Background: an optimization exercise with open tools, aiming at small area, a short achievable clock period and few clock cycles per item. Do not read the settings as production practice. In this exercise RTL edits were held to simulation tests only and were not proved equivalent to the original. No activity file was given, so power comes from the tool's default toggle rates.

==> run a <==
// dcache_top
module dcache_top
(
    input logic clk,
    input logic rst_b,
    input logic req_valid,
    output logic req_ready,
    input logic req_we,
    input logic [2:0] req_funct3,
    input logic [32-1:0] req_addr,
    input logic [32-1:0] req_wdata,
    output logic resp_valid,
    input logic resp_ready,
    output logic [32-1:0] resp_rdata,
    output logic resp_hit,
    output logic mem_req_valid,
    input logic mem_req_ready,
    output logic mem_we,
    output logic [32-1:0] mem_addr,
    output logic [32-1:0] mem_wdata,
    input logic [32-1:0] mem_rdata,
    input logic mem_rvalid
);
clock: 8.0 ns
lec_check: 0
cap_margin: 20
core_margin: 2
core_utilization: 40
setup_slack_margin: 3.6
slew_margin: 20
run.sh (not shown) runs the stock make flow with config.mk's settings and CLKGATE_MAP_FILE= SYNTH_SCRIPT=/design/flow/synth_recipe.tcl, a recipe that flattens the netlist after the stock synthesis.
==> run b: changes against run a <==
--- a/flow/design.v
+++ b/flow/design.v
@@ -187,14 +187,22 @@
     logic [FQ-1:0] fq_v_q;
     logic [IW-1:0] fq_idx_q [FQ];
     logic [FQ-1:0] fq_we_q;
     logic [2:0] fq_f3_q [FQ];
     logic [OW-1:0] fq_off_q [FQ];
     logic [RQW-1:0] fq_slot_q [FQ];
     logic [FQW-1:0] fq_tail_q, fq_head_q;
+    logic [FQW-1:0] fq_nxt;
+    logic hd_v_q;
+    logic [IW-1:0] hd_idx_q;
+    logic hd_we_q;
+    logic [2:0] hd_f3_q;
+    logic [OW-1:0] hd_off_q;
+    logic [RQW-1:0] hd_slot_q;
+    logic [WW-1:0] hd_sdata_q;
     logic fbv_q;
     logic [IW-1:0] fb_idx_q;
     logic [WW-1:0] fb_data_q;
     logic [RQ-1:0] rq_occ_q;
     logic [RQ-1:0] rq_done_q;
     logic [RQ-1:0] rq_hit_q;
     logic [WW-1:0] rq_data_q [RQ];
@@ -214,27 +222,23 @@
     logic [WW-1:0] hit_merged;
     logic [WW-1:0] hit_load;
     assign idx = b_addr_q[OW +: IW];
     assign ptag = b_addr_q[AW-1 -: TW];
     assign off = b_addr_q[OW-1:0];
     assign hit = l_hit_q;
     always_comb begin
-        pend_head = 1'b0;
+        pend_head = hd_v_q && (hd_idx_q == idx);
         pend_rest = fbv_q && (fb_idx_q == idx);
         for (int k = 0; k < FQ; k++) begin
-            if (fq_v_q[k] && (fq_idx_q[k] == idx)) begin
-                if (k[FQW-1:0] == fq_head_q) begin
-                    pend_head = 1'b1;
-                end else begin
-                    pend_rest = 1'b1;
-                end
+            if (fq_v_q[k] && (k[FQW-1:0] != fq_head_q) && (fq_idx_q[k] == idx)) begin
+                pend_rest = 1'b1;
             end
         end
     end
-    assign fill = mem_rvalid && fq_v_q[fq_head_q];
+    assign fill = mem_rvalid && hd_v_q;
     assign fwd = pend_head && fill && !fbv_q;
     assign pend = pend_rest || (pend_head && !fwd);
     assign fq_full = fq_v_q[fq_tail_q];
     assign rq_full = rq_occ_q[rq_tail_q];
     assign port_free = !mv_q || (mem_req_ready && !prv_q);
     assign go = bv_q && !pend && !rq_full &&
                 (hit ? !(b_we_q && fbv_q && fill) : (!fq_full && port_free));
@@ -257,20 +261,20 @@
     logic f_we;
     logic [2:0] f_f3;
     logic [OW-1:0] f_off;
     logic [RQW-1:0] f_slot;
     logic [WW-1:0] f_sdata;
     logic [WW-1:0] fill_word;
     logic [WW-1:0] fill_load;
-    assign f_idx = fq_idx_q[fq_head_q];
-    assign f_we = fq_we_q[fq_head_q];
-    assign f_f3 = fq_f3_q[fq_head_q];
-    assign f_off = fq_off_q[fq_head_q];
-    assign f_slot = fq_slot_q[fq_head_q];
-    assign f_sdata = rq_data_q[f_slot];
+    assign f_idx = hd_idx_q;
+    assign f_we = hd_we_q;
+    assign f_f3 = hd_f3_q;
+    assign f_off = hd_off_q;
+    assign f_slot = hd_slot_q;
+    assign f_sdata = hd_sdata_q;
     dcache_merge u_fill_merge (
         .base(mem_rdata),
         .wdata(f_sdata),
         .funct3(f_we ? f_f3 : 3'd7),
         .offset(f_off),
         .merged(fill_word)
     );
@@ -352,20 +356,20 @@
     end
     assign mem_req_valid = mv_q;
     assign mem_we = mwe_q;
     assign mem_addr = {maddr_q, {OW{1'b0}}};
     assign mem_wdata = mwdata_q;
     always_ff @(posedge clk) begin
         if (miss_go) begin
-            mwe_q <= l_v_q && l_d_q;
-            maddr_q <= (l_v_q && l_d_q) ? {l_tag_q, idx} : {ptag, idx};
+            mwe_q <= 1'b0;
+            maddr_q <= {ptag, idx};
             mwdata_q <= b_line;
-            praddr_q <= {ptag, idx};
+            praddr_q <= {l_tag_q, idx};
         end else if (mv_q && mem_req_ready && prv_q) begin
-            mwe_q <= 1'b0;
+            mwe_q <= 1'b1;
             maddr_q <= praddr_q;
         end
     end
     always_ff @(posedge clk or negedge rst_b) begin
         if (!rst_b) begin
             mv_q <= 1'b0;
             prv_q <= 1'b0;
@@ -383,28 +387,48 @@
         if (miss_go) begin
             fq_idx_q[fq_tail_q] <= idx;
             fq_we_q[fq_tail_q] <= b_we_q;
             fq_f3_q[fq_tail_q] <= b_f3_q;
             fq_off_q[fq_tail_q] <= off;
             fq_slot_q[fq_tail_q] <= rq_tail_q;
         end
+        if (fill && fq_v_q[fq_nxt]) begin
+            hd_idx_q <= fq_idx_q[fq_nxt];
+            hd_we_q <= fq_we_q[fq_nxt];
+            hd_f3_q <= fq_f3_q[fq_nxt];
+            hd_off_q <= fq_off_q[fq_nxt];
+            hd_slot_q <= fq_slot_q[fq_nxt];
+            hd_sdata_q <= rq_data_q[fq_slot_q[fq_nxt]];
+        end else if ((fill || !hd_v_q) && miss_go) begin
+            hd_idx_q <= idx;
+            hd_we_q <= b_we_q;
+            hd_f3_q <= b_f3_q;
+            hd_off_q <= off;
+            hd_slot_q <= rq_tail_q;
+            hd_sdata_q <= b_wdata_q;
+        end
     end
+    assign fq_nxt = fq_head_q + 1'b1;
     always_ff @(posedge clk or negedge rst_b) begin
         if (!rst_b) begin
             fq_v_q <= '0;
             fq_tail_q <= '0;
             fq_head_q <= '0;
+            hd_v_q <= 1'b0;
         end else begin
             if (miss_go) begin
                 fq_v_q[fq_tail_q] <= 1'b1;
                 fq_tail_q <= fq_tail_q + 1'b1;
             end
             if (fill) begin
                 fq_v_q[fq_head_q] <= 1'b0;
-                fq_head_q <= fq_head_q + 1'b1;
+                fq_head_q <= fq_nxt;
+                hd_v_q <= fq_v_q[fq_nxt] || miss_go;
+            end else if (miss_go) begin
+                hd_v_q <= 1'b1;
             end
         end
     end
     logic ov_q;
     logic o_hit_q;
     logic [WW-1:0] o_data_q;
     logic o_free;
CORE_UTILIZATION = 60   (was 40)
SETUP_SLACK_MARGIN = 3.8   (was 3.6)
==> run c: changes against run a <==
--- a/flow/design.v
+++ b/flow/design.v
@@ -187,14 +187,22 @@
     logic [FQ-1:0] fq_v_q;
     logic [IW-1:0] fq_idx_q [FQ];
     logic [FQ-1:0] fq_we_q;
     logic [2:0] fq_f3_q [FQ];
     logic [OW-1:0] fq_off_q [FQ];
     logic [RQW-1:0] fq_slot_q [FQ];
     logic [FQW-1:0] fq_tail_q, fq_head_q;
+    logic [FQW-1:0] fq_nxt;
+    logic hd_v_q;
+    logic [IW-1:0] hd_idx_q;
+    logic hd_we_q;
+    logic [2:0] hd_f3_q;
+    logic [OW-1:0] hd_off_q;
+    logic [RQW-1:0] hd_slot_q;
+    logic [WW-1:0] hd_sdata_q;
     logic fbv_q;
     logic [IW-1:0] fb_idx_q;
     logic [WW-1:0] fb_data_q;
     logic [RQ-1:0] rq_occ_q;
     logic [RQ-1:0] rq_done_q;
     logic [RQ-1:0] rq_hit_q;
     logic [WW-1:0] rq_data_q [RQ];
@@ -214,27 +222,23 @@
     logic [WW-1:0] hit_merged;
     logic [WW-1:0] hit_load;
     assign idx = b_addr_q[OW +: IW];
     assign ptag = b_addr_q[AW-1 -: TW];
     assign off = b_addr_q[OW-1:0];
     assign hit = l_hit_q;
     always_comb begin
-        pend_head = 1'b0;
+        pend_head = hd_v_q && (hd_idx_q == idx);
         pend_rest = fbv_q && (fb_idx_q == idx);
         for (int k = 0; k < FQ; k++) begin
-            if (fq_v_q[k] && (fq_idx_q[k] == idx)) begin
-                if (k[FQW-1:0] == fq_head_q) begin
-                    pend_head = 1'b1;
-                end else begin
-                    pend_rest = 1'b1;
-                end
+            if (fq_v_q[k] && (k[FQW-1:0] != fq_head_q) && (fq_idx_q[k] == idx)) begin
+                pend_rest = 1'b1;
             end
         end
     end
-    assign fill = mem_rvalid && fq_v_q[fq_head_q];
+    assign fill = mem_rvalid && hd_v_q;
     assign fwd = pend_head && fill && !fbv_q;
     assign pend = pend_rest || (pend_head && !fwd);
     assign fq_full = fq_v_q[fq_tail_q];
     assign rq_full = rq_occ_q[rq_tail_q];
     assign port_free = !mv_q || (mem_req_ready && !prv_q);
     assign go = bv_q && !pend && !rq_full &&
                 (hit ? !(b_we_q && fbv_q && fill) : (!fq_full && port_free));
@@ -257,20 +261,20 @@
     logic f_we;
     logic [2:0] f_f3;
     logic [OW-1:0] f_off;
     logic [RQW-1:0] f_slot;
     logic [WW-1:0] f_sdata;
     logic [WW-1:0] fill_word;
     logic [WW-1:0] fill_load;
-    assign f_idx = fq_idx_q[fq_head_q];
-    assign f_we = fq_we_q[fq_head_q];
-    assign f_f3 = fq_f3_q[fq_head_q];
-    assign f_off = fq_off_q[fq_head_q];
-    assign f_slot = fq_slot_q[fq_head_q];
-    assign f_sdata = rq_data_q[f_slot];
+    assign f_idx = hd_idx_q;
+    assign f_we = hd_we_q;
+    assign f_f3 = hd_f3_q;
+    assign f_off = hd_off_q;
+    assign f_slot = hd_slot_q;
+    assign f_sdata = hd_sdata_q;
     dcache_merge u_fill_merge (
         .base(mem_rdata),
         .wdata(f_sdata),
         .funct3(f_we ? f_f3 : 3'd7),
         .offset(f_off),
         .merged(fill_word)
     );
@@ -383,28 +387,48 @@
         if (miss_go) begin
             fq_idx_q[fq_tail_q] <= idx;
             fq_we_q[fq_tail_q] <= b_we_q;
             fq_f3_q[fq_tail_q] <= b_f3_q;
             fq_off_q[fq_tail_q] <= off;
             fq_slot_q[fq_tail_q] <= rq_tail_q;
         end
+        if (fill && fq_v_q[fq_nxt]) begin
+            hd_idx_q <= fq_idx_q[fq_nxt];
+            hd_we_q <= fq_we_q[fq_nxt];
+            hd_f3_q <= fq_f3_q[fq_nxt];
+            hd_off_q <= fq_off_q[fq_nxt];
+            hd_slot_q <= fq_slot_q[fq_nxt];
+            hd_sdata_q <= rq_data_q[fq_slot_q[fq_nxt]];
+        end else if ((fill || !hd_v_q) && miss_go) begin
+            hd_idx_q <= idx;
+            hd_we_q <= b_we_q;
+            hd_f3_q <= b_f3_q;
+            hd_off_q <= off;
+            hd_slot_q <= rq_tail_q;
+            hd_sdata_q <= b_wdata_q;
+        end
     end
+    assign fq_nxt = fq_head_q + 1'b1;
     always_ff @(posedge clk or negedge rst_b) begin
         if (!rst_b) begin
             fq_v_q <= '0;
             fq_tail_q <= '0;
             fq_head_q <= '0;
+            hd_v_q <= 1'b0;
         end else begin
             if (miss_go) begin
                 fq_v_q[fq_tail_q] <= 1'b1;
                 fq_tail_q <= fq_tail_q + 1'b1;
             end
             if (fill) begin
                 fq_v_q[fq_head_q] <= 1'b0;
-                fq_head_q <= fq_head_q + 1'b1;
+                fq_head_q <= fq_nxt;
+                hd_v_q <= fq_v_q[fq_nxt] || miss_go;
+            end else if (miss_go) begin
+                hd_v_q <= 1'b1;
             end
         end
     end
     logic ov_q;
     logic o_hit_q;
     logic [WW-1:0] o_data_q;
     logic o_free;
SETUP_SLACK_MARGIN = 3.8   (was 3.6)
==> notes <==
- Run c passed the timing, design-rule and antenna checks. Run a produced a clean layout. Run b completed with no timing, DRC or antenna violations.
- Between run c and run b, the lower wire length is in run c (gap 1.2%, measured against run b).
- First-iteration DRC count: run a is lower than run b (about 9%).
- Setup slack: run c is worse than run b (210 ps).
- In run a the core utilization is lower than in run b, by 22 points.
- Global-route usage, highest first: run b, run a, run c.
- Worst hold slack: run a > run c > run b.
- Via count: run c < run b < run a.
==> figures <==
item	run a	run b	run c
Non-filler instance count after layout	17.5k	15.2k	17.1k
Clock period minus final worst setup slack	4620 ps	4260 ps	4470 ps
RSZ-0062 raised after global routing	true	false	true
Share of total power in combinational logic	42.4%	39.7%	38.5%
Met3 layer usage reported by global route	11.5%	19.4%	10.5%
Leading power group	combinational cells	combinational cells	registers
Place WS	864 ps	1310 ps	1110 ps
PD cells	477 nW/um^2	464 nW/um^2	453 nW/um^2
Setup Fix Bufs, Post-CTS	193	260	189
Wire length of the first global-routing pass	1050000 microns	1010000 microns	1000000 microns
Number of flops mapped to enable cells by yosys	4399	4445	4446
Design Area, Final	214000 sq um	207000 sq um	210000 sq um
Result of the run	no timing/DRC/antenna violations	no timing/DRC/antenna violations	no timing/DRC/antenna violations
Share of post-route cells with drive strength above 1	21.2%	18.6%	18.1%
Die Span Y	669 microns	548 microns	670 microns
Sequential cell count	4564	4612	4612
Testbench counts of run a, summed over its fixed seeds: cycles 13,078, items 12,000.
Testbench counts of run b, summed over its fixed seeds: cycles 12,960, items 12,000.
Testbench counts of run c, summed over its fixed seeds: cycles 13,078, items 12,000.

## separate check: timing with driven ports
No port has a modelled driver above. Below, the same layouts with a new extraction and two added sets of constraints.
Step 1 (the two cells are an assumption about what drives the block):
set clk [get_ports {clk}]
set_driving_cell -lib_cell sky130_fd_sc_hd__clkbuf_16 $clk
set_driving_cell -lib_cell sky130_fd_sc_hd__buf_2 [delete_from_list [all_inputs] $clk]
Step 2 also shifts input and output timing later by t, the mid clock arrival at the registers, as if the neighbouring blocks saw the same clock.
Three values: ideal, step 1, step 2; two values: the first two.
run	shift t [ns]	slack for setup (ns)	latest minus earliest clock arrival (ns)	pins driven straight from the clock port
run a	1.114	3.381 / 3.381 / 2.742	0.131 / 0.131	1
run b	1.122	3.743 / 3.743 / 2.754	0.066 / 0.067	1
run c	1.130	3.529 / 3.529 / 2.708	0.108 / 0.108	1
After both steps every run listed still meets setup and hold. The setup slack of run b, which loses most, moves by 0.000 ns with the drivers and by -0.989 ns with both steps.
